Context: an optimization exercise on an open-source flow, tuned for small area, a short achievable clock period and few clock cycles per item. The choices shown serve that exercise and are no tape-out recipe. Only simulation tests tie the RTL to the original design; equivalence was not proved.

[flow/design.v]
module fp_add_sub_param #(
    parameter int EXP_W = 11,
    parameter int MAN_W = 52
) (
    input  logic                   Clock,
    input  logic                   Reset,
    input  logic                   A_store_bit,
    input  logic [EXP_W+MAN_W:0]   A,
    output logic                   A_acknowledgment,
    input  logic                   B_store_bit,
    input  logic [EXP_W+MAN_W:0]   B,
    input  logic                   Op,
    output logic                   B_acknowledgment,
    output logic [EXP_W+MAN_W:0]   SUM,
    output logic [3:0]             Flags,
    output logic                   SUM_store_bit,
    input  logic                   SUM_acknowledgment
);
    localparam int W  = 1 + EXP_W + MAN_W;
    localparam int SW = MAN_W + 4;
    localparam logic [EXP_W:0] EMAX = {1'b0, {EXP_W{1'b1}}};
    localparam logic [W-1:0] QNAN = {1'b0, {EXP_W{1'b1}}, 1'b1, {(MAN_W-1){1'b0}}};
    localparam logic [3:0] S_STORE_A = 4'd0, S_STORE_B = 4'd1, S_UNPACK = 4'd2,
                           S_SPECIAL = 4'd3, S_ALIGN   = 4'd4, S_ADD    = 4'd5,
                           S_NORM    = 4'd6, S_ROUND   = 4'd7, S_PACK   = 4'd8,
                           S_OUTPUT  = 4'd9;
    logic [3:0]       state_q, state_d;
    logic             a_ack_q, a_ack_d, b_ack_q, b_ack_d, vld_q, vld_d;
    logic [W-1:0]     a_q, a_d, b_q, b_d, res_q, res_d;
    logic             op_q, op_d;
    logic [3:0]       flags_q, flags_d;
    logic             sa_q, sa_d, sb_q, sb_d;
    logic [EXP_W-1:0] ea_q, ea_d, eb_q, eb_d;
    logic [MAN_W:0]   ma_q, ma_d, mb_q, mb_d;
    logic             sgn_q, sgn_d, zsgn_q, zsgn_d, sub_q, sub_d;
    logic [EXP_W:0]   exp_q, exp_d;
    logic [SW-1:0]    big_q, big_d, small_q, small_d, norm_q, norm_d;
    logic [SW:0]      acc_q, acc_d;
    logic [MAN_W:0]   man_q, man_d;
    logic             inx_q, inx_d;
    logic [EXP_W-1:0] a_exp, b_exp, e_big, e_small, e_diff;
    logic [MAN_W-1:0] a_frac, b_frac;
    logic             a_nan, b_nan, a_snan, b_snan, a_inf, b_inf;
    logic             a_big, s_big, inc, zsign;
    logic [MAN_W:0]   sig_big, sig_small;
    logic [SW-1:0]    small_ext;
    logic [31:0]      sh, lz, lim, nsh;
    logic [MAN_W+1:0] rnd;
    assign a_exp  = a_q[MAN_W +: EXP_W];
    assign b_exp  = b_q[MAN_W +: EXP_W];
    assign a_frac = a_q[MAN_W-1:0];
    assign b_frac = b_q[MAN_W-1:0];
    assign a_nan  = (a_exp == '1) && (a_frac != '0);
    assign b_nan  = (b_exp == '1) && (b_frac != '0);
    assign a_snan = a_nan && !a_frac[MAN_W-1];
    assign b_snan = b_nan && !b_frac[MAN_W-1];
    assign a_inf  = (a_exp == '1) && (a_frac == '0);
    assign b_inf  = (b_exp == '1) && (b_frac == '0);
    function automatic logic [31:0] clz(input logic [SW-1:0] v);
        clz = 32'(SW);
        for (int unsigned i = 0; i < SW; i++)
            if (v[i]) clz = 32'(SW - 1) - 32'(i);
    endfunction
    always_comb begin
        state_d = state_q;  a_ack_d = a_ack_q;  b_ack_d = b_ack_q;  vld_d = vld_q;
        a_d = a_q;  b_d = b_q;  op_d = op_q;  res_d = res_q;  flags_d = flags_q;
        sa_d = sa_q;  sb_d = sb_q;  ea_d = ea_q;  eb_d = eb_q;  ma_d = ma_q;  mb_d = mb_q;
        sgn_d = sgn_q;  zsgn_d = zsgn_q;  sub_d = sub_q;  exp_d = exp_q;
        big_d = big_q;  small_d = small_q;  acc_d = acc_q;  norm_d = norm_q;
        man_d = man_q;  inx_d = inx_q;
        a_big = 1'b0;  s_big = 1'b0;  e_big = '0;  e_small = '0;  e_diff = '0;
        sig_big = '0;  sig_small = '0;  small_ext = '0;  sh = '0;  lz = '0;
        lim = '0;  nsh = '0;  inc = 1'b0;  rnd = '0;  zsign = 1'b0;
        case (state_q)
            S_STORE_A: begin
                if (!a_ack_q) a_ack_d = 1'b1;
                else if (A_store_bit) begin
                    a_d = A;  a_ack_d = 1'b0;  state_d = S_STORE_B;
                end
            end
            S_STORE_B: begin
                if (!b_ack_q) b_ack_d = 1'b1;
                else if (B_store_bit) begin
                    b_d = B;  op_d = Op;  b_ack_d = 1'b0;  state_d = S_UNPACK;
                end
            end
            S_UNPACK: begin
                sa_d = a_q[W-1];
                sb_d = b_q[W-1] ^ op_q;
                ea_d = (a_exp == '0) ? EXP_W'(1) : a_exp;
                eb_d = (b_exp == '0) ? EXP_W'(1) : b_exp;
                ma_d = {a_exp != '0, a_frac};
                mb_d = {b_exp != '0, b_frac};
                state_d = S_SPECIAL;
            end
            S_SPECIAL: begin
                state_d = S_OUTPUT;
                vld_d   = 1'b1;
                if (a_nan || b_nan) begin
                    res_d = QNAN;  flags_d = {a_snan | b_snan, 3'b000};
                end else if (a_inf && b_inf && (sa_q != sb_q)) begin
                    res_d = QNAN;  flags_d = 4'b1000;
                end else if (a_inf || b_inf) begin
                    res_d = {a_inf ? sa_q : sb_q, {EXP_W{1'b1}}, {MAN_W{1'b0}}};
                    flags_d = 4'b0000;
                end else begin
                    state_d = S_ALIGN;  vld_d = 1'b0;
                end
            end
            S_ALIGN: begin
                a_big     = {ea_q, ma_q} >= {eb_q, mb_q};
                e_big     = a_big ? ea_q : eb_q;
                e_small   = a_big ? eb_q : ea_q;
                sig_big   = a_big ? ma_q : mb_q;
                sig_small = a_big ? mb_q : ma_q;
                s_big     = a_big ? sa_q : sb_q;
                e_diff    = e_big - e_small;
                sh        = 32'(e_diff);
                small_ext = {sig_small, 3'b000};
                if (sh >= 32'(MAN_W + 3))
                    small_d = {{(SW-1){1'b0}}, |sig_small};
                else
                    small_d = (small_ext >> sh) |
                              {{(SW-1){1'b0}}, |(small_ext & ~({SW{1'b1}} << sh))};
                big_d   = {sig_big, 3'b000};
                exp_d   = {1'b0, e_big};
                sgn_d   = s_big;
                sub_d   = sa_q ^ sb_q;
                zsgn_d  = sa_q & sb_q;
                state_d = S_ADD;
            end
            S_ADD: begin
                acc_d   = sub_q ? ({1'b0, big_q} - {1'b0, small_q})
                                : ({1'b0, big_q} + {1'b0, small_q});
                state_d = S_NORM;
            end
            S_NORM: begin
                if (acc_q[SW]) begin
                    norm_d = {acc_q[SW:2], acc_q[1] | acc_q[0]};
                    exp_d  = exp_q + 1'b1;
                end else begin
                    lz     = clz(acc_q[SW-1:0]);
                    lim    = 32'(exp_q) - 32'd1;
                    nsh    = (lz < lim) ? lz : lim;
                    norm_d = acc_q[SW-1:0] << nsh;
                    exp_d  = exp_q - (EXP_W+1)'(nsh);
                end
                state_d = S_ROUND;
            end
            S_ROUND: begin
                inc   = norm_q[2] & (norm_q[1] | norm_q[0] | norm_q[3]);
                rnd   = {1'b0, norm_q[SW-1:3]} + {{(MAN_W+1){1'b0}}, inc};
                inx_d = |norm_q[2:0];
                if (rnd[MAN_W+1]) begin
                    man_d = rnd[MAN_W+1:1];
                    exp_d = exp_q + 1'b1;
                end else begin
                    man_d = rnd[MAN_W:0];
                end
                state_d = S_PACK;
            end
            S_PACK: begin
                zsign = (man_q == '0) ? zsgn_q : sgn_q;
                if (exp_q >= EMAX) begin
                    res_d = {sgn_q, {EXP_W{1'b1}}, {MAN_W{1'b0}}};  flags_d = 4'b0101;
                end else if (!man_q[MAN_W]) begin
                    res_d = {zsign, {EXP_W{1'b0}}, man_q[MAN_W-1:0]};
                    flags_d = {2'b00, inx_q, inx_q};
                end else begin
                    res_d = {sgn_q, exp_q[EXP_W-1:0], man_q[MAN_W-1:0]};
                    flags_d = {3'b000, inx_q};
                end
                vld_d   = 1'b1;
                state_d = S_OUTPUT;
            end
            S_OUTPUT: begin
                if (SUM_acknowledgment) begin
                    vld_d = 1'b0;  state_d = S_STORE_A;
                end
            end
            default: state_d = S_STORE_A;
        endcase
    end
    always_ff @(posedge Clock or negedge Reset) begin
        if (!Reset) begin
            state_q <= S_STORE_A;  a_ack_q <= 1'b0;  b_ack_q <= 1'b0;  vld_q <= 1'b0;
            a_q <= '0;  b_q <= '0;  op_q <= 1'b0;  res_q <= '0;  flags_q <= '0;
            sa_q <= 1'b0;  sb_q <= 1'b0;  ea_q <= '0;  eb_q <= '0;  ma_q <= '0;  mb_q <= '0;
            sgn_q <= 1'b0;  zsgn_q <= 1'b0;  sub_q <= 1'b0;  exp_q <= '0;
            big_q <= '0;  small_q <= '0;  acc_q <= '0;  norm_q <= '0;
            man_q <= '0;  inx_q <= 1'b0;
        end else begin
            state_q <= state_d;  a_ack_q <= a_ack_d;  b_ack_q <= b_ack_d;  vld_q <= vld_d;
            a_q <= a_d;  b_q <= b_d;  op_q <= op_d;  res_q <= res_d;  flags_q <= flags_d;
            sa_q <= sa_d;  sb_q <= sb_d;  ea_q <= ea_d;  eb_q <= eb_d;  ma_q <= ma_d;  mb_q <= mb_d;
            sgn_q <= sgn_d;  zsgn_q <= zsgn_d;  sub_q <= sub_d;  exp_q <= exp_d;
            big_q <= big_d;  small_q <= small_d;  acc_q <= acc_d;  norm_q <= norm_d;
            man_q <= man_d;  inx_q <= inx_d;
        end
    end
    assign A_acknowledgment = a_ack_q;
    assign B_acknowledgment = b_ack_q;
    assign SUM              = res_q;
    assign Flags            = flags_q;
    assign SUM_store_bit    = vld_q;
endmodule
[flow/constraint.sdc]
create_clock -name core_clock -period 10.0 [get_ports {Clock}]
set_input_delay 2.0000 -clock core_clock [delete_from_list [all_inputs] [get_ports {Clock}]]
set_output_delay 2.0000 -clock core_clock [all_outputs]
set_load 0.01 [all_outputs]
[flow/config.mk]
export PLATFORM = sky130hd
export DESIGN_NAME = fp_add_sub_param
export DESIGN_NICKNAME = fp_add_sub_param
export VERILOG_FILES = /design/flow/design.v
export SDC_FILE = /design/flow/constraint.sdc
export NUM_CORES = 4
export LEC_CHECK = 0
export CAP_MARGIN = 20
export CORE_MARGIN = 2
export CORE_UTILIZATION = 40
export SLEW_MARGIN = 20
[flow/run.sh]
#!/bin/bash
# synth_recipe.tcl (not shown) runs the flow's synth.tcl, then flattens the netlist and writes it again
# the make line also repeats each setting of config.mk as NAME=value (left out here)
make -C /OpenROAD-flow-scripts/flow DESIGN_CONFIG=/design/flow/config.mk WORK_HOME=/design/flow/orfs CLKGATE_MAP_FILE= SYNTH_SCRIPT=/design/flow/synth_recipe.tcl finish
==> run summary <==
-- worst max path at each step --
stage                  start          end  slack, ns  depth (start not counted)
global placement    acc_q[7]   norm_q[41]       3.15                         23
finish              acc_q[7]   norm_q[41]       2.89                         23
CTS                  eb_q[0]  small_q[44]       3.07                         20
detailed placement   eb_q[0]  small_q[44]       3.12                         20
global route        acc_q[7]    exp_q[11]       2.47                         30
floorplan           ma_q[23]  small_q[19]       3.73                         26
-- final cells by class --
| class | count | area, sq um | area share (%) |
|---|---|---|---|
| Clock buffer | 105 | 2250 | 4.65 |
| Clock inverter | 31 | 460 | 0.950 |
| Inverter | 215 | 807 | 1.67 |
| Multi-Input combinational cell | 3683 | 25100 | 51.7 |
| Sequential cell | 625 | 15600 | 32.3 |
| Tap cell | 1391 | 1740 | 3.59 |
| Timing Repair Buffer | 257 | 2490 | 5.15 |
-- stage by stage --
| stage | worst slack, ns | cell area (sq um) | hold WS (ns) | util (%) |
|---|---|---|---|---|
| final | 2.89 | 48500 | 0.476 | 46.0 |
| after global routing | 2.47 | 48500 | 0.519 | 46.0 |
| after CTS | 3.07 | 48500 | 0.477 | 46.0 |
| after detailed placement | 3.12 | 45700 | 0.463 | 43.4 |
| after global placement | 3.15 | 45700 | 0.464 | 43.4 |
| after floorplan | 3.73 | 42600 | 0.445 | - |
-- cells in the final DEF, fill, tap and decap left out, types with 31 or more instances in the layout --
cell and instances:
a211oi_1 31, a21oi_1 331, a221oi_1 31, a22o_1 70, a31oi_1 42, and3_1 43, buf_4 49, clkbuf_16 78
clkdlybuf4s50_1 203, dfrtp_1 623, ha_1 189, inv_1 210, mux2_2 251, mux2i_1 313, nand2_1 565, nand2b_1 33
nand3_1 113, nand4_1 47, nor2_1 390, nor3_1 77, nor4_1 71, o211ai_1 33, o21ai_0 360, o21bai_1 39
o22ai_1 48, o31ai_1 60, xnor2_1 86
-- layer usage --
metal | GRT usage (%) | vias to the layer above | wire [microns]
li1 | - | 17608 | -
met1 | 36.7 | 18462 | 64900
met2 | 43.3 | 1460 | 69000
met3 | 3.30 | 342 | 8810
met4 | 11.8 | 0 | 7180
met5 | 0 | - | 0
-- worst min-delay path, delay by kind of cell (launching register included) --
family | cells | cell delay (ns)
flops | 1 | 0.34
simple gates | 2 | 0.10
-- sequential cells by signal (all words and copies together) (netlist names), 53 cells and up --
register,count
a_q,64
b_q,64
res_q,64
acc_q,57
norm_q,56
small_q,56
big_q,53
ma_q,53
man_q,53
mb_q,53
-- cell families (layout without fill, tap and decap cells) --
group	count (synthesis)	in the layout	synth area share, %
compound gates	1321	1321	20.0
xor+xnor	114	114	2.35
fa+ha+maj	192	192	5.68
buf+inv	531	608	4.73
flops	625	625	36.7
mux	582	582	15.0
other cells	1	3	0.00881
simple gates	1471	1471	15.6
==> results.json <==
{
  "status": "complete, no violations",
  "fin_crit_sh_pct": 71.1,
  "synth_top_area_share_pct": 36.7,
  "cp-end-kind": "register",
  "cts_tree": "built",
  "io_buffers": 204,
  "die-area_sq_um": 109000,
  "overflow": 0,
  "grt_usage_pct": 27.0,
  "path_cells": "or4_1, o21ai_0, a31oi_1, o21ai_0, a21boi_0, o21ai_0, nand2_1, a31o_2, inv_1, ha_1, a21oi_1, o21ai_0, a31oi_1, nor2_1, o21a_1, mux2i_1, inv_2, nor2_1, nand2_1, nor2_1, a221oi_1, o2111ai_1, o21a_1",
  "finalClockSkew_ns": 0.0468,
  "ys_ff_latch": 625,
  "max_cap_viol_count": 0,
  "syn_area_sq_um": 42600,
  "slowest_stage": "nor2_1",
  "setup-violations-final": 0,
  "grt_max_degree": 187,
  "htree_levels": 3,
  "cts_root_buf": "clkbuf_16",
  "final-hold-violation-count": 0,
  "worst_pin_slew_ns": 1.20,
  "cts_buffers": 77,
  "critical-path-max-stage-delay_ns": 0.89,
  "drt_iter0_drc": 3851,
  "holdBufCountCts": 0,
  "die_y_microns": 330,
  "io_pins": 205,
  "drc": 0,
  "synth.avg_cell_area_sq_um": 8.80,
  "syn2layout_area_growth_pct": 13.8,
  "worstRegToRegCells": 23,
  "antenna_found_initial": 3,
  "worstPathArrival_ns": 7.69,
  "cp.required_ns": 10.59,
  "ys_seq_area_share_pct": 36.7,
  "path_buf_inv": 2,
  "relSlewSlack_pct": 19.6,
  "synth_flop_cell": "dfrtp_1",
  "async_flop_share_pct": 100,
  "r2r_start": "acc_q[7]",
  "synthTopCellsByArea": "dfrtp_1 37%, mux2i_1 7.4%, mux2_2 6.6%, ha_1 5.6%, nand2_1 5.0%",
  "cts_resized": 0,
  "crit_family": "simple AND/OR/NAND/NOR gates",
  "dr.pass1.iters": 18,
  "hold_end": "zsgn_q",
  "ant_nets": 0,
  "routed_via_density": 6.00,
  "syn_inst": 4837,
  "grt_pass1_wl_microns": 228000,
  "nNetsFinal": 5185,
  "crit_fanout": 10,
  "stdcell_count": 6307,
  "vias": 37872,
  "worstSetupPathType": "reg -> reg",
  "clk_pin_slew_ns": 0.06,
  "rsz0062_at_grt": "no",
  "hold_class": "reg -> reg",
  "synth_edf_count": 0,
  "r2r_slack_ns": 2.89,
  "core_sq_um": 105000,
  "post-dp-hpwl_microns": 113000,
  "gp_congestion": 1.00,
  "cpMostUsedCell": "o21ai_0",
  "yosysMostFrequentCell": "dfrtp_1",
  "yosysWarnings": 1,
  "clk_path_buf_depth": 3,
  "cts_sinks": 625,
  "yosysTopAreaCell": "dfrtp_1",
  "finalWirelength_microns": 150000,
  "holdCritStartpoint": "zsgn_q",
  "rows": 119,
  "worstSetupStartpointType": "register",
  "routedWlPerCell_microns": 23.8,
  "antenna_cells": 0,
  "slew_viol_final": 0,
  "dp.cells": 6171,
  "synthTopCellsByCount": "625 x dfrtp_1, 568 x nand2_1, 394 x nor2_1, 361 x o21ai_0, 332 x a21oi_1",
  "start_util_pct": 40.4,
  "min_period_ns": 7.11,
  "finalSetupTns_ns": 0,
  "ys_types": 92,
  "hold_depth": 2,
  "fmax_mhz": 141,
  "first_global_vias": 36124,
  "fillers": 10289,
  "rr_endpoint": "norm_q[41]",
  "clk_latency_ns": 0.66,
  "fp.dieW_microns": 330,
  "drive_gt1_share_pct": 10.4,
  "postCtsSetupBuffers": 0
}
Testbench counts, summed over its fixed seeds: cycles 24,521, items 2,048.

-- what the ideal ports hide --
How much do the figures lean on ideal ports? The routed layout below was timed once more, with nothing changed but the port constraints. Step 1 (the two cells are an assumption about what drives the block):
set clk [get_ports {Clock}]
set_driving_cell -lib_cell sky130_fd_sc_hd__clkbuf_16 $clk
set_driving_cell -lib_cell sky130_fd_sc_hd__buf_2 [delete_from_list [all_inputs] $clk]
Step 2, shift: input delay + t, output delay - t, t = (earliest + latest rising clock arrival at the registers) / 2. This alone moves slack from input paths to output paths. Three values: ideal ports, drivers, drivers and shift; two values: the first two.
shift t [ns]: 0.716
setup WS [ns]: 2.893 / 2.893 / 2.893
slew at the worst register clock pin (ns): 0.06 / 0.06
worst data-port slew with drivers (ns): 0.06
cell pins on the clock port's net: 1
After both steps this run still meets setup and hold. The setup slack of this run moves by 0.000 ns with the drivers and by 0.000 ns with both steps.
